This is an optimization exercise on Yosys and OpenROAD, whose aim is small area, not a production implementation.
In this exercise RTL edits were held to simulation tests only and were not proved equivalent to the original.
Power and IR drop assume default switching activity.

==> design.v <==
package abacus_pkg;
  localparam int NUM_EVENTS = 7;
  localparam logic [4:0] REG_CTRL      = 5'd0;
  localparam logic [4:0] REG_STATUS    = 5'd1;
  localparam logic [4:0] REG_ID        = 5'd2;
  localparam logic [4:0] REG_CNT_FIRST = 5'd4;    
  localparam logic [4:0] REG_CNT_LAST  = 5'd17;   
  localparam int CTRL_EN_BIT  = 0;
  localparam int CTRL_CLR_BIT = 1;
  localparam int CTRL_FRZ_BIT = 2;
  typedef enum logic [2:0] {
    EV_INSN_ISSUED = 3'd0,
    EV_IC_REQ      = 3'd1,
    EV_IC_MISS     = 3'd2,
    EV_IC_FILL     = 3'd3,
    EV_DC_REQ      = 3'd4,
    EV_DC_HIT      = 3'd5,
    EV_DC_FILL     = 3'd6
  } event_e;
endpackage
module abacus_cpair (
  input  logic c_i,
  input  logic q_e,      
  input  logic n_o,      
  input  logic we_i,
  input  logic nwe_i,    
  input  logic nw_e,     
  input  logic w_o,      
  output logic d_e,      
  output logic dn_o,     
  output logic c_o
);
  logic nc_o, xs_e, s_o;
  assign nc_o = ~(c_i & q_e);
  assign xs_e = ~((q_e | c_i) & nc_o);           
  assign d_e  = ~((nwe_i | nw_e) & (we_i | xs_e));
  assign c_o  = ~(nc_o | n_o);
  assign s_o  = ~((n_o & nc_o) | c_o);           
  assign dn_o = ~((nwe_i | w_o) & (we_i | s_o));
endmodule
module abacus_cla (
  input  logic       p_i,
  input  logic       bump_i,
  input  logic [3:0] q_e,      
  input  logic [3:0] n_o,      
  output logic       c_o,
  output logic       p_o
);
  logic ne, ao;
  assign ne  = ~(&q_e);        
  assign ao  = ~(|n_o);        
  assign p_o = ~ne & p_i & ao;
  assign c_o = bump_i & p_i;
endmodule
module abacus_counter #(
  parameter int W = 64
) (
  input  logic         clk,
  input  logic         rst,
  input  logic         bump_i,      
  input  logic [7:0]   we_i,        
  input  logic [7:0]   nwe_i,       
  input  logic [31:0]  w_i,         
  input  logic [31:0]  nw_i,        
  output logic [W-1:0] raw_o,       
  output logic         wrap_o
);
  localparam int G  = 8;
  localparam int NG = W / G;
  logic [W-1:0]  st_q, st_d;      
  logic [NG-1:1] pre;            
  logic [W/2:0]  cp;             
  assign cp[0]  = bump_i;
  assign pre[1] = (&{st_q[6], st_q[4], st_q[2], st_q[0]}) &
                  ~(|{st_q[7], st_q[5], st_q[3], st_q[1]});
  for (genvar j = 1; j < NG-1; j++) begin : g_grp
    abacus_cla u_la (
      .p_i    (pre[j]),
      .bump_i (bump_i),
      .q_e    ({st_q[G*j+6], st_q[G*j+4], st_q[G*j+2], st_q[G*j]}),
      .n_o    ({st_q[G*j+7], st_q[G*j+5], st_q[G*j+3], st_q[G*j+1]}),
      .c_o    (cp[G/2*j]),
      .p_o    (pre[j+1])
    );
  end
  assign cp[G/2*(NG-1)] = bump_i & pre[NG-1];
  assign wrap_o = cp[W/2];
  for (genvar p = 0; p < W/2; p++) begin : g_p
    logic c_nxt;
    abacus_cpair u_p (
      .c_i   (cp[p]),
      .q_e   (st_q[2*p]),
      .n_o   (st_q[2*p+1]),
      .we_i  (we_i[p/4]),
      .nwe_i (nwe_i[p/4]),
      .nw_e  (nw_i[(2*p) % 32]),
      .w_o   (w_i[(2*p+1) % 32]),
      .d_e   (st_d[2*p]),
      .dn_o  (st_d[2*p+1]),
      .c_o   (c_nxt)
    );
    if (p % (G/2) != G/2-1 || p == W/2-1) begin : g_c
      assign cp[p+1] = c_nxt;
    end
  end
  for (genvar i = 0; i < W; i++) begin : g_ff
    if (i % 2 == 0) begin : g_t
      always_ff @(posedge clk or posedge rst)
        if (rst) st_q[i] <= 1'b0;
        else     st_q[i] <= st_d[i];
    end else begin : g_n
      always_ff @(posedge clk or posedge rst)
        if (rst) st_q[i] <= 1'b1;
        else     st_q[i] <= st_d[i];
    end
  end
  assign raw_o = st_q;
endmodule
module abacus_ctl (
  input  logic       en_i,       
  input  logic       ev_i,
  input  logic       rqw_i,      
  input  logic       clrsel_i,   
  input  logic       clr_i,      
  input  logic       idx0_i,     
  input  logic       nidx0_i,    
  input  logic [3:0] lit_i,      
  input  logic [3:0] sel_i,      
  output logic       bump_o,
  output logic [7:0] we_o,       
  output logic [7:0] nwe_o
);
  logic ks, nwk, wl, wh, nwr;
  assign ks     = &lit_i;
  assign nwk    = ~(rqw_i & ks);
  assign wl     = ~(nwk | idx0_i);
  assign wh     = ~(nwk | nidx0_i);
  assign we_o   = {8{clr_i}} | {{4{wh}} & sel_i, {4{wl}} & sel_i};
  assign nwe_o  = ~we_o;
  assign nwr    = ~((ks | clrsel_i) & rqw_i);
  assign bump_o = en_i & ev_i & nwr;
endmodule
module abacus_rd_t (
  input  logic [6:0] lo_i,     
  input  logic [6:0] hi_i,     
  input  logic [6:0] ksl_i,    
  input  logic [6:0] ks_i,     
  input  logic       shi_i,    
  input  logic       ssh_i,    
  input  logic       hold_i,   
  input  logic       misc_i,
  input  logic       sh_i,
  input  logic       dat_i,
  output logic       dat_d,
  output logic       hi_o      
);
  assign hi_o   = |(ks_i & hi_i);
  assign dat_d  = (|(ksl_i & lo_i)) | (shi_i & hi_o) | (ssh_i & sh_i) | (hold_i & dat_i) | misc_i;
endmodule
module abacus_rd_n (
  input  logic [6:0] nlo_i,
  input  logic [6:0] nhi_i,
  input  logic [6:0] nksl_i,
  input  logic [6:0] nks_i,
  input  logic       shi_i,
  input  logic       ssh_i,
  input  logic       hold_i,
  input  logic       nmisc_i,
  input  logic       sh_i,
  input  logic       dat_i,
  output logic       dat_d,
  output logic       hi_o      
);
  assign hi_o   = |(~nks_i & ~nhi_i);
  assign dat_d  = (|(~nksl_i & ~nlo_i)) | (shi_i & hi_o) | (ssh_i & sh_i) | (hold_i & dat_i) | ~nmisc_i;
endmodule
module abacus_rd_t0 (
  input  logic [6:0] lo_i,
  input  logic [6:0] hi_i,
  input  logic [6:0] ksl_i,
  input  logic [6:0] ks_i,
  input  logic       shi_i,
  input  logic       ssh_i,
  input  logic       hold_i,
  input  logic       sh_i,
  input  logic       dat_i,
  output logic       dat_d,
  output logic       hi_o      
);
  assign hi_o   = |(ks_i & hi_i);
  assign dat_d  = (|(ksl_i & lo_i)) | (shi_i & hi_o) | (ssh_i & sh_i) | (hold_i & dat_i);
endmodule
module abacus_rd_n0 (
  input  logic [6:0] nlo_i,
  input  logic [6:0] nhi_i,
  input  logic [6:0] nksl_i,
  input  logic [6:0] nks_i,
  input  logic       shi_i,
  input  logic       ssh_i,
  input  logic       hold_i,
  input  logic       sh_i,
  input  logic       dat_i,
  output logic       dat_d,
  output logic       hi_o      
);
  assign hi_o   = |(~nks_i & ~nhi_i);
  assign dat_d  = (|(~nksl_i & ~nlo_i)) | (shi_i & hi_o) | (ssh_i & sh_i) | (hold_i & dat_i);
endmodule
import abacus_pkg::*;
module abacus_wb_counters #(
  parameter int          COUNTER_W       = 64,
  parameter bit          ENABLE_AT_RESET = 1'b1,
  parameter logic [31:0] BLOCK_ID        = 32'hABAC0001
) (
  input  logic        clk,
  input  logic        rst,
  input  logic [29:0] wb_adr,
  input  logic [31:0] wb_dat_w,
  input  logic [3:0]  wb_sel,
  input  logic        wb_cyc,
  input  logic        wb_stb,
  input  logic        wb_we,
  output logic [31:0] wb_dat_r,
  output logic        wb_ack,
  output logic        wb_err,
  input  logic        abacus_instruction_issued,
  input  logic        abacus_icache_request,
  input  logic        abacus_icache_miss,
  input  logic        abacus_icache_line_fill_in_progress,
  input  logic        abacus_dcache_request,
  input  logic        abacus_dcache_hit,
  input  logic        abacus_dcache_line_fill_in_progress
);
  logic [NUM_EVENTS-1:0] ev;
  assign ev = {abacus_dcache_line_fill_in_progress, abacus_dcache_hit,
               abacus_dcache_request, abacus_icache_line_fill_in_progress,
               abacus_icache_miss, abacus_icache_request,
               abacus_instruction_issued};
  logic                  ack_q, err_q;
  logic [31:0]           dat_q;
  logic                  enable_q, freeze_q;
  logic [NUM_EVENTS-1:0] status_q;
  logic [2:0]            shadow_idx_q;    
  logic [31:0]           shadow_hi_q;
  logic [4:0] idx;
  logic       req, mapped, wr, rd, cnt_sel, cnt_hi;
  logic [6:0] ksel;             
  logic       ctrl_wr, status_wr, clr, cnt_en;
  assign idx     = wb_adr[4:0];
  assign req     = wb_cyc & wb_stb & ~(wb_ack | wb_err);
  assign cnt_sel = (idx >= REG_CNT_FIRST) & (idx <= REG_CNT_LAST);
  assign mapped  = (idx <= REG_ID) | cnt_sel;
  assign wr      = req & mapped & wb_we;
  assign rd      = req & mapped & ~wb_we;
  assign cnt_hi  = idx[0];
  for (genvar k = 0; k < NUM_EVENTS; k++) begin : g_ksel
    assign ksel[k] = (idx[4:1] == 4'(k + 2));
  end
  assign ctrl_wr   = wr & (idx == REG_CTRL) & wb_sel[0];
  assign status_wr = wr & (idx == REG_STATUS) & wb_sel[0];
  assign clr       = rqw & clrsel;
  assign cnt_en    = enable_q & ~freeze_q;
  logic rqw, clrsel;
  assign rqw    = req & wb_we;
  assign clrsel = (idx == REG_CTRL) & wb_sel[0] & wb_dat_w[CTRL_CLR_BIT];
  logic [31:0] wdat, nwdat;
  assign wdat  = wb_dat_w & {32{~clr}};
  assign nwdat = ~wdat;
  logic [COUNTER_W-1:0] cnt_raw [NUM_EVENTS];
  logic [NUM_EVENTS-1:0]                wrap;
  for (genvar k = 0; k < NUM_EVENTS; k++) begin : g_cnt
    logic [7:0] we_k, nwe_k;
    logic [3:0] lit_k;
    logic       bump_k;
    assign lit_k = ~(idx[4:1] ^ 4'(k + 2));
    abacus_ctl u_ctl (
      .en_i     (cnt_en),
      .ev_i     (ev[k]),
      .rqw_i    (rqw),
      .clrsel_i (clrsel),
      .clr_i    (clr),
      .idx0_i   (idx[0]),
      .nidx0_i  (~idx[0]),
      .lit_i    (lit_k),
      .sel_i    (wb_sel),
      .bump_o   (bump_k),
      .we_o     (we_k),
      .nwe_o    (nwe_k)
    );
    abacus_counter #(.W(COUNTER_W)) u_cnt (
      .clk     (clk),
      .rst     (rst),
      .bump_i  (bump_k),
      .we_i    (we_k),
      .nwe_i   (nwe_k),
      .w_i     (wdat),
      .nw_i    (nwdat),
      .raw_o   (cnt_raw[k]),
      .wrap_o  (wrap[k])
    );
  end
  logic        shadow_hit;
  assign shadow_hit = (shadow_idx_q == idx[3:1]);
  logic [6:0]  ksl, nksl, nks;
  logic        shi, ssh, hold, shadow_ld, s_id, s_ctrl, s_stat;
  assign ksl       = {NUM_EVENTS{req & ~cnt_hi}} & ksel;
  assign nksl      = ~ksl;
  assign nks       = ~ksel;
  assign shi       = req & cnt_sel & cnt_hi & ~shadow_hit;
  assign ssh       = req & cnt_sel & cnt_hi & shadow_hit;
  assign hold      = ~req;
  assign shadow_ld = rd & cnt_sel & ~cnt_hi;
  assign s_id      = req & (idx == REG_ID);
  assign s_ctrl    = req & (idx == REG_CTRL);
  assign s_stat    = req & (idx == REG_STATUS);
  logic [31:0] misc;
  for (genvar i = 0; i < 32; i++) begin : g_misc
    if (i == CTRL_EN_BIT)
      assign misc[i] = (s_id & BLOCK_ID[i]) | (s_stat & status_q[i]) | (s_ctrl & enable_q);
    else if (i == CTRL_FRZ_BIT)
      assign misc[i] = (s_id & BLOCK_ID[i]) | (s_stat & status_q[i]) | (s_ctrl & freeze_q);
    else if (i < NUM_EVENTS)
      assign misc[i] = (s_id & BLOCK_ID[i]) | (s_stat & status_q[i]);
    else
      assign misc[i] = s_id & BLOCK_ID[i];
  end
  logic [31:0] dat_d, hi_sel;
  for (genvar i = 0; i < 32; i++) begin : g_rd
    logic [6:0] lo_b, hi_b;
    for (genvar k = 0; k < NUM_EVENTS; k++) begin : g_k
      assign lo_b[k] = cnt_raw[k][i];
      assign hi_b[k] = cnt_raw[k][i+32];
    end
    localparam bit HAS_MISC = (i < NUM_EVENTS) || BLOCK_ID[i];
    if (i % 2 == 0 && HAS_MISC) begin : g_tm
      abacus_rd_t u_rd (
        .lo_i (lo_b), .hi_i (hi_b), .ksl_i (ksl), .ks_i (ksel),
        .shi_i (shi), .ssh_i (ssh), .hold_i (hold),
        .misc_i (misc[i]), .sh_i (shadow_hi_q[i]), .dat_i (dat_q[i]),
        .dat_d (dat_d[i]), .hi_o (hi_sel[i])
      );
    end else if (i % 2 == 0) begin : g_t
      abacus_rd_t0 u_rd (
        .lo_i (lo_b), .hi_i (hi_b), .ksl_i (ksl), .ks_i (ksel),
        .shi_i (shi), .ssh_i (ssh), .hold_i (hold),
        .sh_i (shadow_hi_q[i]), .dat_i (dat_q[i]),
        .dat_d (dat_d[i]), .hi_o (hi_sel[i])
      );
    end else if (HAS_MISC) begin : g_nm
      abacus_rd_n u_rd (
        .nlo_i (lo_b), .nhi_i (hi_b), .nksl_i (nksl), .nks_i (nks),
        .shi_i (shi), .ssh_i (ssh), .hold_i (hold),
        .nmisc_i (~misc[i]), .sh_i (shadow_hi_q[i]), .dat_i (dat_q[i]),
        .dat_d (dat_d[i]), .hi_o (hi_sel[i])
      );
    end else begin : g_n
      abacus_rd_n0 u_rd (
        .nlo_i (lo_b), .nhi_i (hi_b), .nksl_i (nksl), .nks_i (nks),
        .shi_i (shi), .ssh_i (ssh), .hold_i (hold),
        .sh_i (shadow_hi_q[i]), .dat_i (dat_q[i]),
        .dat_d (dat_d[i]), .hi_o (hi_sel[i])
      );
    end
  end
  always_ff @(posedge clk or posedge rst) begin
    if (rst) begin
      ack_q        <= 1'b0;
      err_q        <= 1'b0;
      dat_q        <= '0;
      enable_q     <= ENABLE_AT_RESET;
      freeze_q     <= 1'b0;
      status_q     <= '0;
      shadow_idx_q <= 3'd1;
      shadow_hi_q  <= '0;
    end else begin
      ack_q <= req & mapped;
      err_q <= req & ~mapped;
      dat_q <= dat_d;
      if (ctrl_wr) begin
        enable_q <= wb_dat_w[CTRL_EN_BIT];
        freeze_q <= wb_dat_w[CTRL_FRZ_BIT];
      end
      status_q <= (status_q & ~({NUM_EVENTS{status_wr}} & wb_dat_w[NUM_EVENTS-1:0])) | wrap;
      if (clr)            shadow_idx_q <= 3'd1;
      else if (shadow_ld) shadow_idx_q <= idx[3:1];
      if (shadow_ld) shadow_hi_q <= hi_sel;
    end
  end
  assign wb_ack   = ack_q;
  assign wb_err   = err_q;
  assign wb_dat_r = dat_q;
  logic unused_bits;
  assign unused_bits = ^wb_adr[29:5];
endmodule
==> flow/run.sh <==
#!/bin/bash
# Own layout flow: the standard flow, with a synthesis script that maps
# the counter bit pairs by hand (cells.v) and the rest with an area-only abc
# script, smaller port buffers. Each tool's output goes to its own log here.
set -uo pipefail
F=$PWD/flow
export MY_ABC_SCRIPT=$F/abc.script
export MY_CELLS_V=$F/cells.v
bash standard.sh SYNTH_SCRIPT=$F/my_synth.tcl "SYNTH_BLACKBOXES=abacus_cpair abacus_cla abacus_ctl abacus_rd_t abacus_rd_t0 abacus_rd_n abacus_rd_n0" \
  "BUFFER_PORTS_ARGS=-buffer_cell sky130_fd_sc_hd__buf_1" \
  "CTS_ARGS=-sink_clustering_enable -repair_clock_nets -dont_use_dummy_load -buf_list sky130_fd_sc_hd__clkbuf_8 -sink_clustering_size 16 -sink_clustering_max_diameter 60" \
  finish > flow_make.log 2>&1
st=$?
exit $st
==> flow/abc.script <==
&get -n
&st
&dch
&nf -a -R 1000
&put
==> flow/cells.v <==
// Cell-level implementation of abacus_cpair (see rtl/abacus_counter.sv),
// swapped in by my_synth.tcl for the blackboxed RTL module.
module abacus_cpair (c_i, q_e, n_o, we_i, nwe_i, nw_e, w_o, d_e, dn_o, c_o);
  input c_i, q_e, n_o, we_i, nwe_i, nw_e, w_o;
  output d_e, dn_o, c_o;
  wire nc_o, xs_e, s_o;
  sky130_fd_sc_hd__nand2_1 u_nc (.A(c_i), .B(q_e), .Y(nc_o));
  sky130_fd_sc_hd__o21ai_1 u_xs (.A1(q_e), .A2(c_i), .B1(nc_o), .Y(xs_e));
  sky130_fd_sc_hd__o22ai_1 u_de (.A1(nwe_i), .A2(nw_e), .B1(we_i), .B2(xs_e), .Y(d_e));
  sky130_fd_sc_hd__nor2_1  u_co (.A(nc_o), .B(n_o), .Y(c_o));
  sky130_fd_sc_hd__a21oi_1 u_so (.A1(n_o), .A2(nc_o), .B1(c_o), .Y(s_o));
  sky130_fd_sc_hd__o22ai_1 u_do (.A1(nwe_i), .A2(w_o), .B1(we_i), .B2(s_o), .Y(dn_o));
endmodule

// Cell-level implementation of abacus_cla.
module abacus_cla (p_i, bump_i, q_e, n_o, c_o, p_o);
  input p_i, bump_i;
  input [3:0] q_e, n_o;
  output c_o, p_o;
  wire ne, ao;
  sky130_fd_sc_hd__nand4_1 u_ne (.A(q_e[0]), .B(q_e[1]), .C(q_e[2]), .D(q_e[3]), .Y(ne));
  sky130_fd_sc_hd__nor4_1  u_ao (.A(n_o[0]), .B(n_o[1]), .C(n_o[2]), .D(n_o[3]), .Y(ao));
  sky130_fd_sc_hd__and3b_1 u_po (.A_N(ne), .B(p_i), .C(ao), .X(p_o));
  sky130_fd_sc_hd__and2_1  u_co (.A(bump_i), .B(p_i), .X(c_o));
endmodule

// Cell-level implementation of abacus_ctl.
module abacus_ctl (en_i, ev_i, rqw_i, clrsel_i, clr_i, idx0_i, nidx0_i, lit_i, sel_i, bump_o, we_o, nwe_o);
  input en_i, ev_i, rqw_i, clrsel_i, clr_i, idx0_i, nidx0_i;
  input [3:0] lit_i, sel_i;
  output bump_o;
  output [7:0] we_o, nwe_o;
  wire ks, nwk, wl, wh, nwr;
  sky130_fd_sc_hd__and4_1  u_ks  (.A(lit_i[0]), .B(lit_i[1]), .C(lit_i[2]), .D(lit_i[3]), .X(ks));
  sky130_fd_sc_hd__nand2_1 u_nwk (.A(rqw_i), .B(ks), .Y(nwk));
  sky130_fd_sc_hd__nor2_1  u_wl  (.A(nwk), .B(idx0_i), .Y(wl));
  sky130_fd_sc_hd__nor2_1  u_wh  (.A(nwk), .B(nidx0_i), .Y(wh));
  sky130_fd_sc_hd__a21o_1  u_we0 (.A1(wl), .A2(sel_i[0]), .B1(clr_i), .X(we_o[0]));
  sky130_fd_sc_hd__a21o_1  u_we1 (.A1(wl), .A2(sel_i[1]), .B1(clr_i), .X(we_o[1]));
  sky130_fd_sc_hd__a21o_1  u_we2 (.A1(wl), .A2(sel_i[2]), .B1(clr_i), .X(we_o[2]));
  sky130_fd_sc_hd__a21o_1  u_we3 (.A1(wl), .A2(sel_i[3]), .B1(clr_i), .X(we_o[3]));
  sky130_fd_sc_hd__a21o_1  u_we4 (.A1(wh), .A2(sel_i[0]), .B1(clr_i), .X(we_o[4]));
  sky130_fd_sc_hd__a21o_1  u_we5 (.A1(wh), .A2(sel_i[1]), .B1(clr_i), .X(we_o[5]));
  sky130_fd_sc_hd__a21o_1  u_we6 (.A1(wh), .A2(sel_i[2]), .B1(clr_i), .X(we_o[6]));
  sky130_fd_sc_hd__a21o_1  u_we7 (.A1(wh), .A2(sel_i[3]), .B1(clr_i), .X(we_o[7]));
  sky130_fd_sc_hd__a21oi_1 u_nw0 (.A1(wl), .A2(sel_i[0]), .B1(clr_i), .Y(nwe_o[0]));
  sky130_fd_sc_hd__a21oi_1 u_nw1 (.A1(wl), .A2(sel_i[1]), .B1(clr_i), .Y(nwe_o[1]));
  sky130_fd_sc_hd__a21oi_1 u_nw2 (.A1(wl), .A2(sel_i[2]), .B1(clr_i), .Y(nwe_o[2]));
  sky130_fd_sc_hd__a21oi_1 u_nw3 (.A1(wl), .A2(sel_i[3]), .B1(clr_i), .Y(nwe_o[3]));
  sky130_fd_sc_hd__a21oi_1 u_nw4 (.A1(wh), .A2(sel_i[0]), .B1(clr_i), .Y(nwe_o[4]));
  sky130_fd_sc_hd__a21oi_1 u_nw5 (.A1(wh), .A2(sel_i[1]), .B1(clr_i), .Y(nwe_o[5]));
  sky130_fd_sc_hd__a21oi_1 u_nw6 (.A1(wh), .A2(sel_i[2]), .B1(clr_i), .Y(nwe_o[6]));
  sky130_fd_sc_hd__a21oi_1 u_nw7 (.A1(wh), .A2(sel_i[3]), .B1(clr_i), .Y(nwe_o[7]));
  sky130_fd_sc_hd__o21ai_1 u_nwr (.A1(ks), .A2(clrsel_i), .B1(rqw_i), .Y(nwr));
  sky130_fd_sc_hd__and3_1  u_bp  (.A(en_i), .B(ev_i), .C(nwr), .X(bump_o));
endmodule

// Cell-level implementations of the read-path slices (rtl/abacus_wb_counters.sv).
module abacus_rd_t (lo_i, hi_i, ksl_i, ks_i, shi_i, ssh_i, hold_i, misc_i, sh_i, dat_i, dat_d, hi_o);
  input [6:0] lo_i, hi_i, ksl_i, ks_i;
  input shi_i, ssh_i, hold_i, misc_i, sh_i, dat_i;
  output dat_d, hi_o;
  wire na, nb, nc, nd, ha, hb, hc;
  sky130_fd_sc_hd__a222oi_1 u_ha (.A1(ks_i[0]), .A2(hi_i[0]), .B1(ks_i[1]), .B2(hi_i[1]), .C1(ks_i[2]), .C2(hi_i[2]), .Y(ha));
  sky130_fd_sc_hd__a222oi_1 u_hb (.A1(ks_i[3]), .A2(hi_i[3]), .B1(ks_i[4]), .B2(hi_i[4]), .C1(ks_i[5]), .C2(hi_i[5]), .Y(hb));
  sky130_fd_sc_hd__nand2_1  u_hc (.A(ks_i[6]), .B(hi_i[6]), .Y(hc));
  sky130_fd_sc_hd__nand3_1  u_hs (.A(ha), .B(hb), .C(hc), .Y(hi_o));
  sky130_fd_sc_hd__a222oi_1 u_na (.A1(ksl_i[0]), .A2(lo_i[0]), .B1(ksl_i[1]), .B2(lo_i[1]), .C1(ksl_i[2]), .C2(lo_i[2]), .Y(na));
  sky130_fd_sc_hd__a222oi_1 u_nb (.A1(ksl_i[3]), .A2(lo_i[3]), .B1(ksl_i[4]), .B2(lo_i[4]), .C1(ksl_i[5]), .C2(lo_i[5]), .Y(nb));
  sky130_fd_sc_hd__a222oi_1 u_nc (.A1(ksl_i[6]), .A2(lo_i[6]), .B1(shi_i), .B2(hi_o), .C1(ssh_i), .C2(sh_i), .Y(nc));
  sky130_fd_sc_hd__a21oi_1  u_nd (.A1(hold_i), .A2(dat_i), .B1(misc_i), .Y(nd));
  sky130_fd_sc_hd__nand4_1  u_dd (.A(na), .B(nb), .C(nc), .D(nd), .Y(dat_d));
endmodule

module abacus_rd_t0 (lo_i, hi_i, ksl_i, ks_i, shi_i, ssh_i, hold_i, sh_i, dat_i, dat_d, hi_o);
  input [6:0] lo_i, hi_i, ksl_i, ks_i;
  input shi_i, ssh_i, hold_i, sh_i, dat_i;
  output dat_d, hi_o;
  wire na, nb, nc, nd, ha, hb, hc;
  sky130_fd_sc_hd__a222oi_1 u_ha (.A1(ks_i[0]), .A2(hi_i[0]), .B1(ks_i[1]), .B2(hi_i[1]), .C1(ks_i[2]), .C2(hi_i[2]), .Y(ha));
  sky130_fd_sc_hd__a222oi_1 u_hb (.A1(ks_i[3]), .A2(hi_i[3]), .B1(ks_i[4]), .B2(hi_i[4]), .C1(ks_i[5]), .C2(hi_i[5]), .Y(hb));
  sky130_fd_sc_hd__nand2_1  u_hc (.A(ks_i[6]), .B(hi_i[6]), .Y(hc));
  sky130_fd_sc_hd__nand3_1  u_hs (.A(ha), .B(hb), .C(hc), .Y(hi_o));
  sky130_fd_sc_hd__a222oi_1 u_na (.A1(ksl_i[0]), .A2(lo_i[0]), .B1(ksl_i[1]), .B2(lo_i[1]), .C1(ksl_i[2]), .C2(lo_i[2]), .Y(na));
  sky130_fd_sc_hd__a222oi_1 u_nb (.A1(ksl_i[3]), .A2(lo_i[3]), .B1(ksl_i[4]), .B2(lo_i[4]), .C1(ksl_i[5]), .C2(lo_i[5]), .Y(nb));
  sky130_fd_sc_hd__a222oi_1 u_nc (.A1(ksl_i[6]), .A2(lo_i[6]), .B1(shi_i), .B2(hi_o), .C1(ssh_i), .C2(sh_i), .Y(nc));
  sky130_fd_sc_hd__nand2_1  u_nd (.A(hold_i), .B(dat_i), .Y(nd));
  sky130_fd_sc_hd__nand4_1  u_dd (.A(na), .B(nb), .C(nc), .D(nd), .Y(dat_d));
endmodule

module abacus_rd_n (nlo_i, nhi_i, nksl_i, nks_i, shi_i, ssh_i, hold_i, nmisc_i, sh_i, dat_i, dat_d, hi_o);
  input [6:0] nlo_i, nhi_i, nksl_i, nks_i;
  input shi_i, ssh_i, hold_i, nmisc_i, sh_i, dat_i;
  output dat_d, hi_o;
  wire p01, p23, p45, p6, h01, h23, h45, h6, r, q;
  sky130_fd_sc_hd__o22ai_1 u_h01 (.A1(nks_i[0]), .A2(nhi_i[0]), .B1(nks_i[1]), .B2(nhi_i[1]), .Y(h01));
  sky130_fd_sc_hd__o22ai_1 u_h23 (.A1(nks_i[2]), .A2(nhi_i[2]), .B1(nks_i[3]), .B2(nhi_i[3]), .Y(h23));
  sky130_fd_sc_hd__o22ai_1 u_h45 (.A1(nks_i[4]), .A2(nhi_i[4]), .B1(nks_i[5]), .B2(nhi_i[5]), .Y(h45));
  sky130_fd_sc_hd__nor2_1  u_h6  (.A(nks_i[6]), .B(nhi_i[6]), .Y(h6));
  sky130_fd_sc_hd__or4_1   u_hs  (.A(h01), .B(h23), .C(h45), .D(h6), .X(hi_o));
  sky130_fd_sc_hd__o22ai_1 u_p01 (.A1(nksl_i[0]), .A2(nlo_i[0]), .B1(nksl_i[1]), .B2(nlo_i[1]), .Y(p01));
  sky130_fd_sc_hd__o22ai_1 u_p23 (.A1(nksl_i[2]), .A2(nlo_i[2]), .B1(nksl_i[3]), .B2(nlo_i[3]), .Y(p23));
  sky130_fd_sc_hd__o22ai_1 u_p45 (.A1(nksl_i[4]), .A2(nlo_i[4]), .B1(nksl_i[5]), .B2(nlo_i[5]), .Y(p45));
  sky130_fd_sc_hd__nor2_1  u_p6  (.A(nksl_i[6]), .B(nlo_i[6]), .Y(p6));
  sky130_fd_sc_hd__nor4_1  u_r   (.A(p01), .B(p23), .C(p45), .D(p6), .Y(r));
  sky130_fd_sc_hd__a222oi_1 u_q  (.A1(shi_i), .A2(hi_o), .B1(ssh_i), .B2(sh_i), .C1(hold_i), .C2(dat_i), .Y(q));
  sky130_fd_sc_hd__nand3_1 u_dd  (.A(r), .B(q), .C(nmisc_i), .Y(dat_d));
endmodule

module abacus_rd_n0 (nlo_i, nhi_i, nksl_i, nks_i, shi_i, ssh_i, hold_i, sh_i, dat_i, dat_d, hi_o);
  input [6:0] nlo_i, nhi_i, nksl_i, nks_i;
  input shi_i, ssh_i, hold_i, sh_i, dat_i;
  output dat_d, hi_o;
  wire p01, p23, p45, p6, h01, h23, h45, h6, r, q;
  sky130_fd_sc_hd__o22ai_1 u_h01 (.A1(nks_i[0]), .A2(nhi_i[0]), .B1(nks_i[1]), .B2(nhi_i[1]), .Y(h01));
  sky130_fd_sc_hd__o22ai_1 u_h23 (.A1(nks_i[2]), .A2(nhi_i[2]), .B1(nks_i[3]), .B2(nhi_i[3]), .Y(h23));
  sky130_fd_sc_hd__o22ai_1 u_h45 (.A1(nks_i[4]), .A2(nhi_i[4]), .B1(nks_i[5]), .B2(nhi_i[5]), .Y(h45));
  sky130_fd_sc_hd__nor2_1  u_h6  (.A(nks_i[6]), .B(nhi_i[6]), .Y(h6));
  sky130_fd_sc_hd__or4_1   u_hs  (.A(h01), .B(h23), .C(h45), .D(h6), .X(hi_o));
  sky130_fd_sc_hd__o22ai_1 u_p01 (.A1(nksl_i[0]), .A2(nlo_i[0]), .B1(nksl_i[1]), .B2(nlo_i[1]), .Y(p01));
  sky130_fd_sc_hd__o22ai_1 u_p23 (.A1(nksl_i[2]), .A2(nlo_i[2]), .B1(nksl_i[3]), .B2(nlo_i[3]), .Y(p23));
  sky130_fd_sc_hd__o22ai_1 u_p45 (.A1(nksl_i[4]), .A2(nlo_i[4]), .B1(nksl_i[5]), .B2(nlo_i[5]), .Y(p45));
  sky130_fd_sc_hd__nor2_1  u_p6  (.A(nksl_i[6]), .B(nlo_i[6]), .Y(p6));
  sky130_fd_sc_hd__nor4_1  u_r   (.A(p01), .B(p23), .C(p45), .D(p6), .Y(r));
  sky130_fd_sc_hd__a222oi_1 u_q  (.A1(shi_i), .A2(hi_o), .B1(ssh_i), .B2(sh_i), .C1(hold_i), .C2(dat_i), .Y(q));
  sky130_fd_sc_hd__nand2_1 u_dd  (.A(r), .B(q), .Y(dat_d));
endmodule
==> flow/my_synth.tcl <==
# The standard flow's synthesis (synth_recipe.tcl), with two changes: abc runs an
# area-only mapping script, and the modules named in SYNTH_BLACKBOXES are
# replaced by the cell-level versions in cells.v before flattening.
proc synth {args} { yosys synth -nofsm -noshare {*}$args }
proc abc {args} {
  set i [lsearch -exact $args -script]
  if { $i >= 0 } { lset args [expr { $i + 1 }] $::env(MY_ABC_SCRIPT) }
  yosys abc {*}$args
}
source $::env(SCRIPTS_DIR)/synth.tcl
foreach m $::env(SYNTH_BLACKBOXES) { delete $m }
read_verilog $::env(MY_CELLS_V)
hierarchy -check -top $::env(DESIGN_NAME)
tee -o $::env(REPORTS_DIR)/synth_stat_cells.txt stat {*}$lib_args
# left out here: clear keep_hierarchy, flatten, clean up, hide names made inside functions
tee -o $::env(REPORTS_DIR)/synth_stat_flat.txt stat {*}$lib_args
# left out here: write 1_2_yosys.v
==> standard.sh <==
#!/bin/bash
# synth_recipe.tcl (not shown) runs the flow's synth.tcl, then flattens the netlist and writes it again
# the make line also repeats each setting of config.mk as NAME=value (left out here)
make -C /OpenROAD-flow-scripts/flow DESIGN_CONFIG=/design/flow/config.mk WORK_HOME=/design/flow/orfs CLKGATE_MAP_FILE= SYNTH_SCRIPT=/design/flow/synth_recipe.tcl "${@:-finish}"
==> config.mk <==
export PLATFORM = sky130hd
export DESIGN_NAME = abacus_wb_counters
export DESIGN_NICKNAME = abacus_wb_counters
export VERILOG_FILES = /design/flow/design.v
export SDC_FILE = /design/flow/constraint.sdc
export NUM_CORES = 4
export LEC_CHECK = 0
export ABC_AREA = 1
export CAP_MARGIN = 20
export CORE_MARGIN = 2
export CORE_UTILIZATION = 60
export GPL_TIMING_DRIVEN = 0
export PLACE_DENSITY = 0.75
export SLEW_MARGIN = 20
==> constraint.sdc <==
create_clock -name core_clock -period 4.5 [get_ports {clk}]
set_input_delay 0.9000 -clock core_clock [delete_from_list [all_inputs] [get_ports {clk}]]
set_output_delay 0.9000 -clock core_clock [all_outputs]
set_load 0.01 [all_outputs]
==> qor.csv, run 1 <==
stage,metric,value,unit
cts,"buffers from clock root to sink, at most",3,
drt,count of antenna-violating nets left after detailed routing,0,
sta,measured slew at the worst slew-check pin,1050,ps
drt,DRC errors left,0,
power_and_ir_drop,standby leakage power,11.7,nW
power_and_ir_drop,ratio of total power to cell area,327,mW/mm2
sta,final worst hold slack,481,ps
drt,starting DRC count in detailed routing,4090,
sta,shortest clock period the worst path allows after layout,4540,ps
outcome,failed layout checks,setup timing,
cells_and_area,utilization after layout,67.0,%
synth,Mapped Nets,2803,
worst_setup_path,Crit. End Element,register,
cts,CTS HTree Levels,2,
sta,headroom to the max-slew limit,29.9,%
worst_setup_path,WS Path Type,reg -> reg,
sta,Setup WS post-layout,-38.6,ps
drt,via-per-instance ratio,7.54,
cts,buffer cell driving the clock tree root,sky130_fd_sc_hd__clkbuf_8,
cts,CTS Sinks,526,
cts,cts bufs inserted,45,
placement,# port buffers,86,
power_and_ir_drop,P_sw,2.70,mW
placement,placed standard-cell area,0.0270,mm2
power_and_ir_drop,worst vdd ir,0.307,mV
cts,"CTS clk-pin slew, worst paths",110,ps
floorplanning,Die Y-Extent,211,um
sta,highest clock rate,220,MHz
sta,# setup viols final,3,
floorplanning,initial core utilization,61.0,%
flow_run,reported max-cap violation count,0,
global_routing,first-pass GRT wire length,146,mm
cts,TritonCTS clock tree,done,
placement,final weighted congestion in routability-driven placement,1.03,
global_routing,number of antenna violations at the first check in global routing,6,
power_and_ir_drop,Total Power,9.24,mW
drt,average detailed-routed wire length per instance,29.1,um
cts,clock latency at the later pin of the worst-skew pair,690,ps
cells_and_area,"Net count, final",2966,
sta,final-report max-slew violation count,0,
floorplanning,Die Span X,211,um
worst_setup_path,type of origin of the critical path,register,
cells_and_area,share of post-route cells with drive strength above 1,15.5,%
placement,placed wire-length estimate after detailed placement,65.6,mm
placement,worst setup timing slack at the placement stage,-2070,ps
synth,synthesized instance count,2725,
power_and_ir_drop,Flop pwr share,61.4,%
min_path,classification of the worst-slack hold path,reg -> reg,
cells_and_area,Post-Layout Inst Area,0.0282,mm2
drt,via count,25900,
outcome,result of the run,failed layout checks,
floorplanning,number of cell rows,75,
floorplanning,IO Count,112,
global_routing,via count of the first global-routing pass,23800,
sta,number of hold violations in the final report,0,
sta,largest clock skew in the final design,97.8,ps
power_and_ir_drop,share of power burned in combinational logic,11.7,%
synth,count of synthesis-stage warnings from yosys,10,
cells_and_area,Area growth syn-to-layout,9.77,%
drt,iteration count of the initial detailed-routing pass,10,
worst_setup_path,endpoint arrival time on the critical path,5110,ps
power_and_ir_drop,sw frac,29.2,%
drt,routed wire length,99.8,mm
worst_setup_path,peak fanout along the critical path,4,
synth,synthesized area divided by synthesized cell count,9.44,um2
sta,Final Cycle Share,101,%
power_and_ir_drop,internal power consumption,6.54,mW
cells_and_area,count of fill cells added during filler insertion,3422,
floorplanning,die outline area,0.0445,mm2
worst_setup_path,required time worst endpoint,5070,ps
floorplanning,placeable core region,0.0421,mm2
global_routing,maximum number of pins on one net before global-route repair,227,
global_routing,leftover overflow at the end of global routing,0,
global_routing,GR Util All Layers,44.3,%
synth,area of the mapped netlist,0.0257,mm2
power_and_ir_drop,proportion of power drawn by the clock network,26.8,%
## per-stage QoR
| step | cells | TNS, ps |
|---|---|---|
| after global placement | 3350 | -1240840 |
| after detailed placement | 3364 | -78290 |
| after global routing | 3425 | -72.2 |
| after floorplan | 2725 | 0 |
| after CTS | 3414 | 0 |
| final | 3430 | -79.0 |
## worst max-delay path, cell delays in order (launching register included)
cell and delay [ps]:
sky130_fd_sc_hd__dfstp_2 400, sky130_fd_sc_hd__or4_1 560, sky130_fd_sc_hd__nor2_4 200, sky130_fd_sc_hd__and3b_2 340, sky130_fd_sc_hd__and3b_2 300, sky130_fd_sc_hd__and3b_2 300, sky130_fd_sc_hd__and3b_2 290, sky130_fd_sc_hd__and3b_2 340
sky130_fd_sc_hd__and3b_2 290, sky130_fd_sc_hd__and2_0 180, sky130_fd_sc_hd__nand2_1 120, sky130_fd_sc_hd__nor2_2 150, sky130_fd_sc_hd__nand2_1 130, sky130_fd_sc_hd__nor2_2 160, sky130_fd_sc_hd__nand2_2 100, sky130_fd_sc_hd__nor2_4 150
sky130_fd_sc_hd__nand2_2 90, sky130_fd_sc_hd__nor2_4 110, sky130_fd_sc_hd__a21oi_1 40, sky130_fd_sc_hd__o22ai_1 150
## state kept, by name, indices dropped and copies added (netlist names)
signal            flops
dat_q                32
g_cnt.u_cnt.st_q    448
shadow_idx_q          3
shadow_hi_q          32
err_q                 1
freeze_q              1
enable_q              1
status_q              7
ack_q                 1
## power by group through the flow
stage / Clock [mW] / Sequential, mW / Combinational [mW]
after CTS: 2.48 / 5.65 / 1.04
after detailed placement: 0 / 5.73 / 1.02
after floorplan: 0 / 5.61 / 0.663
final: 2.48 / 5.68 / 1.08
after global placement: 0 / 5.71 / 0.960
after global routing: 2.64 / 5.73 / 1.17
## path summary, 6_finish.rpt
check                                       start                 endpoint  slack (ps)  cells past startpoint
setup reg to reg           g_cnt[2].u_cnt.st_q[1]  g_cnt[2].u_cnt.st_q[63]         -40                     19
hold reg to reg                       status_q[5]              status_q[5]         480                      1
setup / recovery           g_cnt[2].u_cnt.st_q[1]  g_cnt[2].u_cnt.st_q[63]         -40                     19
max in group asynchronous                     rst  g_cnt[6].u_cnt.st_q[44]        2100                      5
min in group asynchronous                     rst  g_cnt[1].u_cnt.st_q[52]         510                      3
hold / removal                        status_q[5]              status_q[5]         480                      1
## what timing repair did
item                                    CTS  global route
setup buffers                             5            10
pin swaps                                 9            19
endpoints found under the setup margin   79           226
resized for setup                        95            49
hold buffers                              0             0
## cells in the final DEF (no fill, tap or decap), types with 7 or more instances in the layout
cell type                  count
sky130_fd_sc_hd__and4_1        7
sky130_fd_sc_hd__nor2_4       18
sky130_fd_sc_hd__buf_4        14
sky130_fd_sc_hd__a222oi_1     96
sky130_fd_sc_hd__dfrtp_1     300
sky130_fd_sc_hd__nand2_2      18
sky130_fd_sc_hd__and2_1       59
sky130_fd_sc_hd__nand2_1     291
sky130_fd_sc_hd__nand3_1      28
sky130_fd_sc_hd__clkbuf_8     45
sky130_fd_sc_hd__or4_1        20
sky130_fd_sc_hd__o21ai_1     231
sky130_fd_sc_hd__nand4_1      65
sky130_fd_sc_hd__clkinv_1      9
sky130_fd_sc_hd__mux2_1       34
sky130_fd_sc_hd__and3_1        9
sky130_fd_sc_hd__nor4_1       58
sky130_fd_sc_hd__nor2_1      232
sky130_fd_sc_hd__a21o_1       63
sky130_fd_sc_hd__and3b_2      39
sky130_fd_sc_hd__dfstp_2     226
sky130_fd_sc_hd__clkinv_2     10
sky130_fd_sc_hd__a21oi_1     291
sky130_fd_sc_hd__o22ai_1     544
sky130_fd_sc_hd__nor2_2       35
sky130_fd_sc_hd__buf_1        82
## cell type report
| cell class | count | area (um2) | area share (%) |
|---|---|---|---|
| sequential | 526 | 13400 | 47.6 |
| multi-input combinational | 2175 | 12600 | 44.6 |
| timing repair buffer | 116 | 748 | 2.65 |
| tap | 539 | 674 | 2.39 |
| clock buffer | 45 | 619 | 2.19 |
| inverter | 24 | 145 | 0.514 |
| antenna | 5 | 12.5 | 0.0443 |
## routing by layer
layer  vias to the layer above  global-route usage, %  part of all wire, %
met5                         -                      0                0.017
met4                         2                   29.0                  7.6
met3                       385                   14.1                   15
met2                      1892                   63.2                   41
met1                     12400                   58.3                   36
li1                      11200                      -                    -
==> run 2: changes to the inputs <==
--- a/config.mk
+++ b/config.mk
@@ -9,6 +9,5 @@
 export CAP_MARGIN = 20
 export CORE_MARGIN = 2
 export CORE_UTILIZATION = 60
-export GPL_TIMING_DRIVEN = 0
 export PLACE_DENSITY = 0.75
 export SLEW_MARGIN = 20
==> run 2 against run 1 <==
Effect of this change: now clean on timing, DRC and antenna; final area down 0.11%; worst setup slack better by 180 ps; cell count up 1.8%; area after synthesis unchanged; sequential power about the same; core utilization shrank 0.071 points; fmax up 4.1%; largest power group unchanged.
==> qor.csv, run 2 <==
stage,metric,value,unit,change
outcome,result of the run,timing/DRC/antenna clean,,
global_routing,leftover overflow at the end of global routing,0,,unchanged
flow_run,reported max-cap violation count,0,,unchanged
synth,count of synthesis-stage warnings from yosys,10,,unchanged
drt,iteration count of the initial detailed-routing pass,12,,+2
cts,cts bufs inserted,43,,-4.4%
global_routing,number of antenna violations at the first check in global routing,6,,unchanged
drt,starting DRC count in detailed routing,4492,,+9.8%
power_and_ir_drop,ratio of total power to cell area,328,mW/mm2,+0.25%
sta,largest clock skew in the final design,46.5,ps,-51.3 ps
cells_and_area,share of post-route cells with drive strength above 1,13.3,%,-2.2 points
drt,total length of routed met2 wires,41.0,mm,-0.85%
drt,highest routing layer actually used,met5,,
cells_and_area,number of flip-flops under the largest register name,448,,unchanged
drt,detailed-route wire length on metal 1,36.3,mm,+2.0%
worst_setup_path,endpoint arrival time on the critical path,4970,ps,-140 ps
sta,headroom to the max-slew limit,22.6,%,-7.3 points
cts,CTS HTree Levels,2,,unchanged
sta,# setup viols final,0,,-3
cts,CTS Sinks,526,,unchanged
worst_setup_path,Crit. End Element,register,,
drt,via-per-instance ratio,7.45,,-1.2%
placement,placed wire-length estimate after detailed placement,69.7,mm,+6.2%
cts,clock latency at the later pin of the worst-skew pair,680,ps,about the same
global_routing,GR Util All Layers,45.0,%,+0.65 points
cts,"CTS clk-pin slew, worst paths",100,ps,about the same
sta,measured slew at the worst slew-check pin,1160,ps,+105 ps
synth,Mapped Nets,2803,,unchanged
worst_setup_path,cell count of the worst reg-to-reg path,19,,unchanged
cells_and_area,"most common cell after layout, fill and taps aside",sky130_fd_sc_hd__o22ai_1,,
floorplanning,initial core utilization,61.0,%,unchanged
cells_and_area,Post-Layout Inst Area,0.0282,mm2,-0.11%
drt,routed wire length,101,mm,+1.3%
sta,Final Cycle Share,96.9,%,-3.9 points
worst_setup_path,delay of the slowest critical-path stage,530,ps,-30 ps
placement,# port buffers,86,,unchanged
global_routing,first-pass GRT wire length,147,mm,+1.0%
placement,placed standard-cell area,0.0276,mm2,+1.9%
worst_setup_path,Worst path slowest cell,sky130_fd_sc_hd__or4_1,,
floorplanning,placeable core region,0.0421,mm2,unchanged
floorplanning,Die Span X,211,um,unchanged
drt,total met3 wirelength after detailed routing,16.6,mm,+8.2%
sta,shortest clock period the worst path allows after layout,4360,ps,-177 ps
worst_setup_path,"Cell Chain, Critical Path",or4_1 > nor2_1 > and3b_2 > and3b_1 > and3b_1 > and3b_1 > and3b_2 > and3b_1 > and2_1 > nand2_1 > nor2_1 > nand2_1 > nor2_2 > nand2_1 > nor2_1 > nand2_1 > nor2_2 > a21oi_1 > o22ai_1,,
global_routing,maximum number of pins on one net before global-route repair,168,,-26%
cts,"buffers from clock root to sink, at most",3,,unchanged
min_path,classification of the worst-slack hold path,in -> async,,
worst_setup_path,WS Path Type,reg -> reg,,
cells_and_area,Diodes inserted,0,,-5
worst_setup_path,peak fanout along the critical path,4,,unchanged
drt,via count,26000,,+0.62%
cts,buffer cell driving the clock tree root,sky130_fd_sc_hd__clkbuf_8,,
cells_and_area,"commonest cells after routing, fill and taps aside","sky130_fd_sc_hd__o22ai_1, sky130_fd_sc_hd__nand2_1, sky130_fd_sc_hd__dfrtp_1, sky130_fd_sc_hd__a21oi_1, sky130_fd_sc_hd__nor2_1",,
floorplanning,IO Count,112,,unchanged
synth,area of the mapped netlist,0.0257,mm2,unchanged
synth,synthesized instance count,2725,,unchanged
sta,Setup WS post-layout,139,ps,+177 ps
synth,synthesized area divided by synthesized cell count,9.44,um2,unchanged
power_and_ir_drop,worst vdd ir,0.265,mV,-14%
floorplanning,die outline area,0.0445,mm2,unchanged
cts,TritonCTS clock tree,done,,
drt,DRC errors left,0,,unchanged
worst_setup_path,start point of the critical path,g_cnt[1].u_cnt.st_q[3],,
worst_setup_path,type of origin of the critical path,register,,
floorplanning,Die Y-Extent,211,um,unchanged
cells_and_area,top register by number of flip-flops,g_cnt.u_cnt.st_q,,
placement,final weighted congestion in routability-driven placement,1.06,,+2.0%
floorplanning,number of cell rows,75,,unchanged
cts,quantity of hold-fixing buffers added after cts,0,,unchanged
worst_setup_path,source of the worst register-to-register timing path,g_cnt[1].u_cnt.st_q[3],,
cells_and_area,Area growth syn-to-layout,9.65,%,
cells_and_area,largest registers,"g_cnt.u_cnt.st_q (448), dat_q (32), shadow_hi_q (32)",,
sta,highest clock rate,229,MHz,+4.1%
drt,average detailed-routed wire length per instance,29.0,um,-0.48%
cells_and_area,"Net count, final",3034,,+2.3%
sta,final-report max-slew violation count,0,,unchanged
drt,count of antenna-violating nets left after detailed routing,0,,unchanged
worst_setup_path,required time worst endpoint,5100,ps,+30 ps
cts,Post-CTS Setup Inserts,0,,-5
sta,number of hold violations in the final report,0,,unchanged
global_routing,via count of the first global-routing pass,23900,,+0.32%
sta,final worst hold slack,339,ps,-142 ps
placement,worst setup timing slack at the placement stage,127,ps,+2200 ps
power_and_ir_drop,standby leakage power,11.9,nW,+1.8%
## run 2: layer usage
| metal | up-vias | GRT usage [%] |
|---|---|---|
| li1 | 11300 | - |
| met1 | 12500 | 58.8 |
| met2 | 1897 | 62.9 |
| met3 | 334 | 18.1 |
| met4 | 4 | 27.0 |
| met5 | - | 0 |
## run 2: layout make-up
cell class                      count  area, um2
Tap cell                          539        674
Sequential cell                   526      13400
Timing Repair Buffer              186       1120
Clock buffer                       43        592
Fill cell                        3396      13900
Multi-Input combinational cell   2175      12300
Inverter                           24        118
## run 2: timing repair
action	4_1_cts	5_1_grt
setup endpoints to repair	0	18
endpoints found under the hold margin	0	0
gates resized for setup	0	22
## run 2: worst paths after layout
| path | to | slack (ps) |
|---|---|---|
| worst max-delay path | g_cnt[1].u_cnt.st_q[63] | 140 |
| min in group core_clock | status_q[0] | 490 |
| worst min register to register | status_q[0] | 490 |
| worst min-delay path | g_cnt[1].u_cnt.st_q[52] | 340 |
| max in group asynchronous | dat_q[6] | 2910 |
| worst max register to register | g_cnt[1].u_cnt.st_q[63] | 140 |
## run 2: through the flow
stage | setup TNS, ps | total power, mW | util [%] | std cells
6_report | 0 | 9.25 | 66.9 | 3493
5_1_grt | -8.36 | 9.56 | 66.9 | 3493
4_1_cts | 0 | 9.21 | 66.8 | 3492
3_5_place_dp | 0 | 6.84 | 65.4 | 3449
3_3_place_gp | 0 | 6.79 | 65.4 | 3449
2_1_floorplan | 0 | 6.27 | - | 2725
## run 2: power by group
part           internal [mW]  leakage (nW)  switching (mW)
clock network          0.857         0.309            1.57
registers               5.24          6.43           0.429
logic                  0.429          5.13           0.725
total                   6.53          11.9            2.72
## run 2: worst max-delay path, delay by kind of cell (launching register included)
family             cells  cell delay, ps
and+or+nand+nor       17            3710
DFF                    1             400
AOI/OAI and AO/OA      2             180
==> run 3: changes to the inputs <==
--- a/design.v
+++ b/design.v
@@ -38,19 +38,34 @@
   assign s_o  = ~((n_o & nc_o) | c_o);           
   assign dn_o = ~((nwe_i | w_o) & (we_i | s_o));
 endmodule
-module abacus_cla (
+module abacus_cla_t (
   input  logic       p_i,
   input  logic       bump_i,
   input  logic [3:0] q_e,      
   input  logic [3:0] n_o,      
   output logic       c_o,
+  output logic       np_o
+);
+  assign np_o = ~(p_i & (&q_e) & ~(|n_o));
+  assign c_o  = bump_i & p_i;
+endmodule
+module abacus_cla_n (
+  input  logic       np_i,
+  input  logic       nbump_i,  
+  input  logic [3:0] q_e,
+  input  logic [3:0] n_o,
+  output logic       c_o,
   output logic       p_o
 );
-  logic ne, ao;
-  assign ne  = ~(&q_e);        
-  assign ao  = ~(|n_o);        
-  assign p_o = ~ne & p_i & ao;
-  assign c_o = bump_i & p_i;
+  assign p_o = ~np_i & (&q_e) & ~(|n_o);
+  assign c_o = ~(nbump_i | np_i);
+endmodule
+module abacus_cla_0 (
+  input  logic [3:0] q_e,
+  input  logic [3:0] n_o,
+  output logic       p_o
+);
+  assign p_o = (&q_e) & ~(|n_o);
 endmodule
 module abacus_counter #(
   parameter int W = 64
@@ -58,6 +73,7 @@
   input  logic         clk,
   input  logic         rst,
   input  logic         bump_i,      
+  input  logic         nbump_i,     
   input  logic [7:0]   we_i,        
   input  logic [7:0]   nwe_i,       
   input  logic [31:0]  w_i,         
@@ -70,18 +86,32 @@
   logic [W-1:0]  st_q, st_d;      
   logic [NG-1:1] pre;            
   logic [W/2:0]  cp;             
-  assign cp[0]  = bump_i;
-  assign pre[1] = (&{st_q[6], st_q[4], st_q[2], st_q[0]}) &
-                  ~(|{st_q[7], st_q[5], st_q[3], st_q[1]});
+  assign cp[0] = bump_i;
+  abacus_cla_0 u_la0 (
+    .q_e ({st_q[6], st_q[4], st_q[2], st_q[0]}),
+    .n_o ({st_q[7], st_q[5], st_q[3], st_q[1]}),
+    .p_o (pre[1])
+  );
   for (genvar j = 1; j < NG-1; j++) begin : g_grp
-    abacus_cla u_la (
-      .p_i    (pre[j]),
-      .bump_i (bump_i),
-      .q_e    ({st_q[G*j+6], st_q[G*j+4], st_q[G*j+2], st_q[G*j]}),
-      .n_o    ({st_q[G*j+7], st_q[G*j+5], st_q[G*j+3], st_q[G*j+1]}),
-      .c_o    (cp[G/2*j]),
-      .p_o    (pre[j+1])
-    );
+    if (j % 2 == 1) begin : g_t
+      abacus_cla_t u_la (
+        .p_i    (pre[j]),
+        .bump_i (bump_i),
+        .q_e    ({st_q[G*j+6], st_q[G*j+4], st_q[G*j+2], st_q[G*j]}),
+        .n_o    ({st_q[G*j+7], st_q[G*j+5], st_q[G*j+3], st_q[G*j+1]}),
+        .c_o    (cp[G/2*j]),
+        .np_o   (pre[j+1])
+      );
+    end else begin : g_n
+      abacus_cla_n u_la (
+        .np_i    (pre[j]),
+        .nbump_i (nbump_i),
+        .q_e     ({st_q[G*j+6], st_q[G*j+4], st_q[G*j+2], st_q[G*j]}),
+        .n_o     ({st_q[G*j+7], st_q[G*j+5], st_q[G*j+3], st_q[G*j+1]}),
+        .c_o     (cp[G/2*j]),
+        .p_o     (pre[j+1])
+      );
+    end
   end
   assign cp[G/2*(NG-1)] = bump_i & pre[NG-1];
   assign wrap_o = cp[W/2];
@@ -127,6 +157,7 @@
   input  logic [3:0] lit_i,      
   input  logic [3:0] sel_i,      
   output logic       bump_o,
+  output logic       nbump_o,
   output logic [7:0] we_o,       
   output logic [7:0] nwe_o
 );
@@ -138,7 +169,8 @@
   assign we_o   = {8{clr_i}} | {{4{wh}} & sel_i, {4{wl}} & sel_i};
   assign nwe_o  = ~we_o;
   assign nwr    = ~((ks | clrsel_i) & rqw_i);
-  assign bump_o = en_i & ev_i & nwr;
+  assign bump_o  = en_i & ev_i & nwr;
+  assign nbump_o = ~(en_i & ev_i & nwr);
 endmodule
 module abacus_rd_t (
   input  logic [6:0] lo_i,     
@@ -271,7 +303,7 @@
   for (genvar k = 0; k < NUM_EVENTS; k++) begin : g_cnt
     logic [7:0] we_k, nwe_k;
     logic [3:0] lit_k;
-    logic       bump_k;
+    logic       bump_k, nbump_k;
     assign lit_k = ~(idx[4:1] ^ 4'(k + 2));
     abacus_ctl u_ctl (
       .en_i     (cnt_en),
@@ -284,6 +316,7 @@
       .lit_i    (lit_k),
       .sel_i    (wb_sel),
       .bump_o   (bump_k),
+      .nbump_o  (nbump_k),
       .we_o     (we_k),
       .nwe_o    (nwe_k)
     );
@@ -291,6 +324,7 @@
       .clk     (clk),
       .rst     (rst),
       .bump_i  (bump_k),
+      .nbump_i (nbump_k),
       .we_i    (we_k),
       .nwe_i   (nwe_k),
       .w_i     (wdat),
--- a/flow/run.sh
+++ b/flow/run.sh
@@ -6,7 +6,7 @@
 F=$PWD/flow
 export MY_ABC_SCRIPT=$F/abc.script
 export MY_CELLS_V=$F/cells.v
-bash standard.sh SYNTH_SCRIPT=$F/my_synth.tcl "SYNTH_BLACKBOXES=abacus_cpair abacus_cla abacus_ctl abacus_rd_t abacus_rd_t0 abacus_rd_n abacus_rd_n0" \
+bash standard.sh SYNTH_SCRIPT=$F/my_synth.tcl "SYNTH_BLACKBOXES=abacus_cpair abacus_cla_t abacus_cla_n abacus_cla_0 abacus_ctl abacus_rd_t abacus_rd_t0 abacus_rd_n abacus_rd_n0" \
   "BUFFER_PORTS_ARGS=-buffer_cell sky130_fd_sc_hd__buf_1" \
   "CTS_ARGS=-sink_clustering_enable -repair_clock_nets -dont_use_dummy_load -buf_list sky130_fd_sc_hd__clkbuf_8 -sink_clustering_size 16 -sink_clustering_max_diameter 60" \
   finish > flow_make.log 2>&1
--- a/flow/cells.v
+++ b/flow/cells.v
@@ -12,23 +12,43 @@
   sky130_fd_sc_hd__o22ai_1 u_do (.A1(nwe_i), .A2(w_o), .B1(we_i), .B2(s_o), .Y(dn_o));
 endmodule
 
-// Cell-level implementation of abacus_cla.
-module abacus_cla (p_i, bump_i, q_e, n_o, c_o, p_o);
+// Cell-level implementations of the carry lookahead modules.
+module abacus_cla_t (p_i, bump_i, q_e, n_o, c_o, np_o);
   input p_i, bump_i;
+  input [3:0] q_e, n_o;
+  output c_o, np_o;
+  wire ne, ao;
+  sky130_fd_sc_hd__nand4_1  u_ne (.A(q_e[0]), .B(q_e[1]), .C(q_e[2]), .D(q_e[3]), .Y(ne));
+  sky130_fd_sc_hd__nor4_1   u_ao (.A(n_o[0]), .B(n_o[1]), .C(n_o[2]), .D(n_o[3]), .Y(ao));
+  sky130_fd_sc_hd__nand3b_1 u_np (.A_N(ne), .B(p_i), .C(ao), .Y(np_o));
+  sky130_fd_sc_hd__and2_1   u_co (.A(bump_i), .B(p_i), .X(c_o));
+endmodule
+
+module abacus_cla_n (np_i, nbump_i, q_e, n_o, c_o, p_o);
+  input np_i, nbump_i;
   input [3:0] q_e, n_o;
   output c_o, p_o;
   wire ne, ao;
-  sky130_fd_sc_hd__nand4_1 u_ne (.A(q_e[0]), .B(q_e[1]), .C(q_e[2]), .D(q_e[3]), .Y(ne));
-  sky130_fd_sc_hd__nor4_1  u_ao (.A(n_o[0]), .B(n_o[1]), .C(n_o[2]), .D(n_o[3]), .Y(ao));
-  sky130_fd_sc_hd__and3b_1 u_po (.A_N(ne), .B(p_i), .C(ao), .X(p_o));
-  sky130_fd_sc_hd__and2_1  u_co (.A(bump_i), .B(p_i), .X(c_o));
+  sky130_fd_sc_hd__nand4_1  u_ne (.A(q_e[0]), .B(q_e[1]), .C(q_e[2]), .D(q_e[3]), .Y(ne));
+  sky130_fd_sc_hd__nor4_1   u_ao (.A(n_o[0]), .B(n_o[1]), .C(n_o[2]), .D(n_o[3]), .Y(ao));
+  sky130_fd_sc_hd__nor3b_1  u_po (.A(np_i), .B(ne), .C_N(ao), .Y(p_o));
+  sky130_fd_sc_hd__nor2_1   u_co (.A(nbump_i), .B(np_i), .Y(c_o));
+endmodule
+
+module abacus_cla_0 (q_e, n_o, p_o);
+  input [3:0] q_e, n_o;
+  output p_o;
+  wire ne, ao;
+  sky130_fd_sc_hd__nand4_1  u_ne (.A(q_e[0]), .B(q_e[1]), .C(q_e[2]), .D(q_e[3]), .Y(ne));
+  sky130_fd_sc_hd__nor4_1   u_ao (.A(n_o[0]), .B(n_o[1]), .C(n_o[2]), .D(n_o[3]), .Y(ao));
+  sky130_fd_sc_hd__nor2b_1  u_po (.A(ne), .B_N(ao), .Y(p_o));
 endmodule
 
 // Cell-level implementation of abacus_ctl.
-module abacus_ctl (en_i, ev_i, rqw_i, clrsel_i, clr_i, idx0_i, nidx0_i, lit_i, sel_i, bump_o, we_o, nwe_o);
+module abacus_ctl (en_i, ev_i, rqw_i, clrsel_i, clr_i, idx0_i, nidx0_i, lit_i, sel_i, bump_o, nbump_o, we_o, nwe_o);
   input en_i, ev_i, rqw_i, clrsel_i, clr_i, idx0_i, nidx0_i;
   input [3:0] lit_i, sel_i;
-  output bump_o;
+  output bump_o, nbump_o;
   output [7:0] we_o, nwe_o;
   wire ks, nwk, wl, wh, nwr;
   sky130_fd_sc_hd__and4_1  u_ks  (.A(lit_i[0]), .B(lit_i[1]), .C(lit_i[2]), .D(lit_i[3]), .X(ks));
@@ -53,6 +73,7 @@
   sky130_fd_sc_hd__a21oi_1 u_nw7 (.A1(wh), .A2(sel_i[3]), .B1(clr_i), .Y(nwe_o[7]));
   sky130_fd_sc_hd__o21ai_1 u_nwr (.A1(ks), .A2(clrsel_i), .B1(rqw_i), .Y(nwr));
   sky130_fd_sc_hd__and3_1  u_bp  (.A(en_i), .B(ev_i), .C(nwr), .X(bump_o));
+  sky130_fd_sc_hd__nand3_1 u_nbp (.A(en_i), .B(ev_i), .C(nwr), .Y(nbump_o));
 endmodule
 
 // Cell-level implementations of the read-path slices (rtl/abacus_wb_counters.sv).
--- a/config.mk
+++ b/config.mk
@@ -9,5 +9,6 @@
 export CAP_MARGIN = 20
 export CORE_MARGIN = 2
 export CORE_UTILIZATION = 60
+export GPL_TIMING_DRIVEN = 0
 export PLACE_DENSITY = 0.75
 export SLEW_MARGIN = 20
==> run 3 against run 2 <==
Effect of this change: now fails the layout checks on setup timing; via count barely moved; area after synthesis down 0.25%; wire length about the same; core utilization up 0.92 points; sequential share of layout area is 0.54 points lower; clock power about the same; combinational power hardly changed.
==> qor.csv, run 3 <==
stage,metric,value,unit,change
outcome,result of the run,failed layout checks,,
outcome,failed layout checks,setup timing,,
worst_setup_path,Worst path slowest cell,sky130_fd_sc_hd__a222oi_1,,
sta,highest clock rate,215,MHz,-6.2%
cts,CTS Sinks,526,,unchanged
cts,"CTS clk-pin slew, worst paths",110,ps,about the same
synth,Mapped Nets,2806,,+0.11%
power_and_ir_drop,Total Power,9.24,mW,-0.18%
cells_and_area,share of post-route cells with drive strength above 1,15.5,%,+2.2 points
sta,Setup WS post-layout,-151,ps,-289 ps
sta,largest clock skew in the final design,84.2,ps,+37.7 ps
power_and_ir_drop,proportion of power drawn by the clock network,26.4,%,+0.2 points
worst_setup_path,WS Path Type,in -> reg,,
power_and_ir_drop,standby leakage power,11.6,nW,-2.7%
drt,DRC errors left,0,,unchanged
floorplanning,IO Count,112,,unchanged
synth,area of the mapped netlist,0.0257,mm2,-0.25%
global_routing,number of antenna violations at the first check in global routing,6,,unchanged
power_and_ir_drop,sw frac,29.2,%,-0.24 points
cts,"buffers from clock root to sink, at most",3,,unchanged
synth,synthesized instance count,2728,,+0.11%
placement,worst setup timing slack at the placement stage,-2350,ps,-2480 ps
sta,setup TNS after final layout,-199,ps,-199 ps
cells_and_area,largest registers,"g_cnt.u_cnt.st_q (448), dat_q (32), shadow_hi_q (32)",,
placement,# placed instances,3367,,-2.4%
floorplanning,Die Span X,211,um,-0.12%
floorplanning,Die Y-Extent,211,um,-0.12%
cts,quantity of hold-fixing buffers added after cts,0,,unchanged
drt,via-per-instance ratio,7.53,,+1.0%
power_and_ir_drop,internal power consumption,6.54,mW,+0.17%
cts,buffer cell driving the clock tree root,sky130_fd_sc_hd__clkbuf_8,,
worst_setup_path,peak fanout along the critical path,17,,+13
cts,TritonCTS clock tree,done,,
drt,starting DRC count in detailed routing,4629,,+3.0%
cells_and_area,"most common cell after layout, fill and taps aside",sky130_fd_sc_hd__o22ai_1,,
cells_and_area,Area growth syn-to-layout,11.2,%,
sta,number of hold violations in the final report,0,,unchanged
worst_setup_path,delay of the slowest critical-path stage,780,ps,+250 ps
drt,iteration count of the initial detailed-routing pass,11,,-1
worst_setup_path,required time worst endpoint,5000,ps,-100 ps
worst_setup_path,Crit. End Element,register,,
sta,final-report max-slew violation count,0,,unchanged
power_and_ir_drop,share of power burned in combinational logic,12.1,%,-0.4 points
placement,placed standard-cell area,0.0270,mm2,-2.2%
sta,Final Cycle Share,103,%,+6.4 points
sta,final worst hold slack,470,ps,+131 ps
cells_and_area,post-route non-filler standard cell count,3455,,-1.1%
cts,CTS HTree Levels,2,,unchanged
floorplanning,number of cell rows,75,,unchanged
power_and_ir_drop,Flop pwr share,61.5,%,+0.2 points
cells_and_area,"Net count, final",2995,,-1.3%
cells_and_area,utilization after layout,67.9,%,+0.92 points
sta,# setup viols final,3,,+3
power_and_ir_drop,ratio of total power to cell area,324,mW/mm2,-1.3%
synth,count of synthesis-stage warnings from yosys,12,,+2
power_and_ir_drop,P_sw,2.70,mW,-1.0%
sta,shortest clock period the worst path allows after layout,4650,ps,+289 ps
placement,final weighted congestion in routability-driven placement,0.983,,-6.8%
cts,clock latency at the later pin of the worst-skew pair,700,ps,+20 ps
power_and_ir_drop,worst vdd ir,0.252,mV,-4.8%
global_routing,GR Util All Layers,45.0,%,about the same
placement,# port buffers,86,,unchanged
cells_and_area,number of flip-flops under the largest register name,448,,unchanged
floorplanning,die outline area,0.0444,mm2,-0.24%
worst_setup_path,type of origin of the critical path,primary input,,
floorplanning,initial core utilization,61.0,%,about the same
global_routing,first-pass GRT wire length,147,mm,+0.29%
min_path,classification of the worst-slack hold path,in -> reg,,
worst_setup_path,endpoint arrival time on the critical path,5150,ps,+180 ps
global_routing,via count of the first global-routing pass,24200,,+1.2%
worst_setup_path,"Cell Chain, Critical Path",buf_1 > clkinv_1 > nand3_2 > clkinv_2 > nand2_2 > clkinvlp_4 > a222oi_1 > nand4_1,,
cells_and_area,top register by number of flip-flops,g_cnt.u_cnt.st_q,,
synth,synthesized area divided by synthesized cell count,9.41,um2,-0.36%
drt,count of antenna-violating nets left after detailed routing,0,,unchanged
sta,headroom to the max-slew limit,14.6,%,-8.1 points
global_routing,maximum number of pins on one net before global-route repair,229,,+36%
floorplanning,placeable core region,0.0420,mm2,-0.22%
cells_and_area,"commonest cells after routing, fill and taps aside","sky130_fd_sc_hd__o22ai_1, sky130_fd_sc_hd__dfrtp_1, sky130_fd_sc_hd__nand2_1, sky130_fd_sc_hd__a21oi_1, sky130_fd_sc_hd__nor2_1",,
placement,placed wire-length estimate after detailed placement,67.6,mm,-3.0%
global_routing,leftover overflow at the end of global routing,0,,unchanged
sta,unrepaired setup endpoints after global routing,true,,
flow_run,reported max-cap violation count,0,,unchanged
sta,measured slew at the worst slew-check pin,1280,ps,+121 ps
drt,via count,26000,,-0.077%
cells_and_area,Post-Layout Inst Area,0.0285,mm2,+1.1%
cts,cts bufs inserted,43,,unchanged
drt,routed wire length,101,mm,about the same
drt,average detailed-routed wire length per instance,29.3,um,+1.0%
## run 3: worst max-delay path, delay by kind of cell
family / cells / cell delay, ps
buffers and inverters: 4 / 2000
and+or+nand+nor: 3 / 1430
AOI/OAI and AO/OA: 1 / 780
## run 3: path summary, 6_finish.rpt
kind,cells past startpoint,to,slack (ps),startpoint
hold reg to reg,1,status_q[6],490,status_q[6]
setup / recovery,8,dat_q[0],-150,wb_adr[2]
min in group asynchronous,3,g_cnt[1].u_cnt.st_q[36],540,rst
hold / removal,3,status_q[3],470,wb_dat_w[3]
max in group asynchronous,4,g_cnt[3].u_cnt.st_q[14],2750,rst
setup reg to reg,23,g_cnt[4].u_cnt.st_q[63],70,g_cnt[4].u_cnt.st_q[1]
## run 3: layer usage
metal  up-vias  wire (um)  global-route usage (%)
met5         -        138                    1.89
met3       440      15300                    15.2
li1      11300          -                       -
met1     12400      36100                    58.8
met2      1877      42500                    64.7
met4         8       7150                    27.8
## run 3: power by group through the flow
| stage | sequential, mW | combinational [mW] | clock [mW] |
|---|---|---|---|
| after floorplan | 5.61 | 0.674 | 0 |
| after global placement | 5.71 | 0.971 | 0 |
| after detailed placement | 5.73 | 1.03 | 0 |
| after CTS | 5.65 | 1.07 | 2.45 |
| after global routing | 5.73 | 1.20 | 2.62 |
| final | 5.68 | 1.12 | 2.44 |
## run 3: timing repair
item,CTS,global route
setup buffers,30,13
pin swaps,25,20
resized for setup,93,58
setup endpoints to repair,216,52
## run 3: layout make-up
class	count	area [um2]
well taps	539	674
clock buffers	43	592
flip-flops and latches	526	13400
repair buffers	144	990
diodes	1	2.50
fillers	3343	13500
inverters	23	138
multi-input cells	2179	12700

-- what the ideal ports hide --
The flow's constraints put no driver on any port. The routed layouts listed below were extracted and timed again, unchanged, in two steps.
Step 1: set_driving_cell puts a clkbuf_16 on clk and a buf_2 on each other input, an assumption about the parent block.
Step 2 times the ports against the registers' clock, not the clock port: input delays grow and output delays shrink by t, the midpoint of the rising clock arrivals with the driver on.
Three values: ideal, step 1, step 2; two values: the first two.
run | shift t [ns] | setup WS [ns] | latest minus earliest clock arrival (ns)
run 1 | 0.697 | -0.039 / -0.039 / -0.604 | 0.098 / 0.098
run 2 | 0.714 | 0.139 / 0.139 / 0.139 | 0.047 / 0.046
run 3 | 0.710 | -0.151 / -0.117 / -0.827 | 0.085 / 0.085
The setup slack of run 3, which loses most, moves by +0.034 ns with the drivers and by -0.676 ns with both steps.
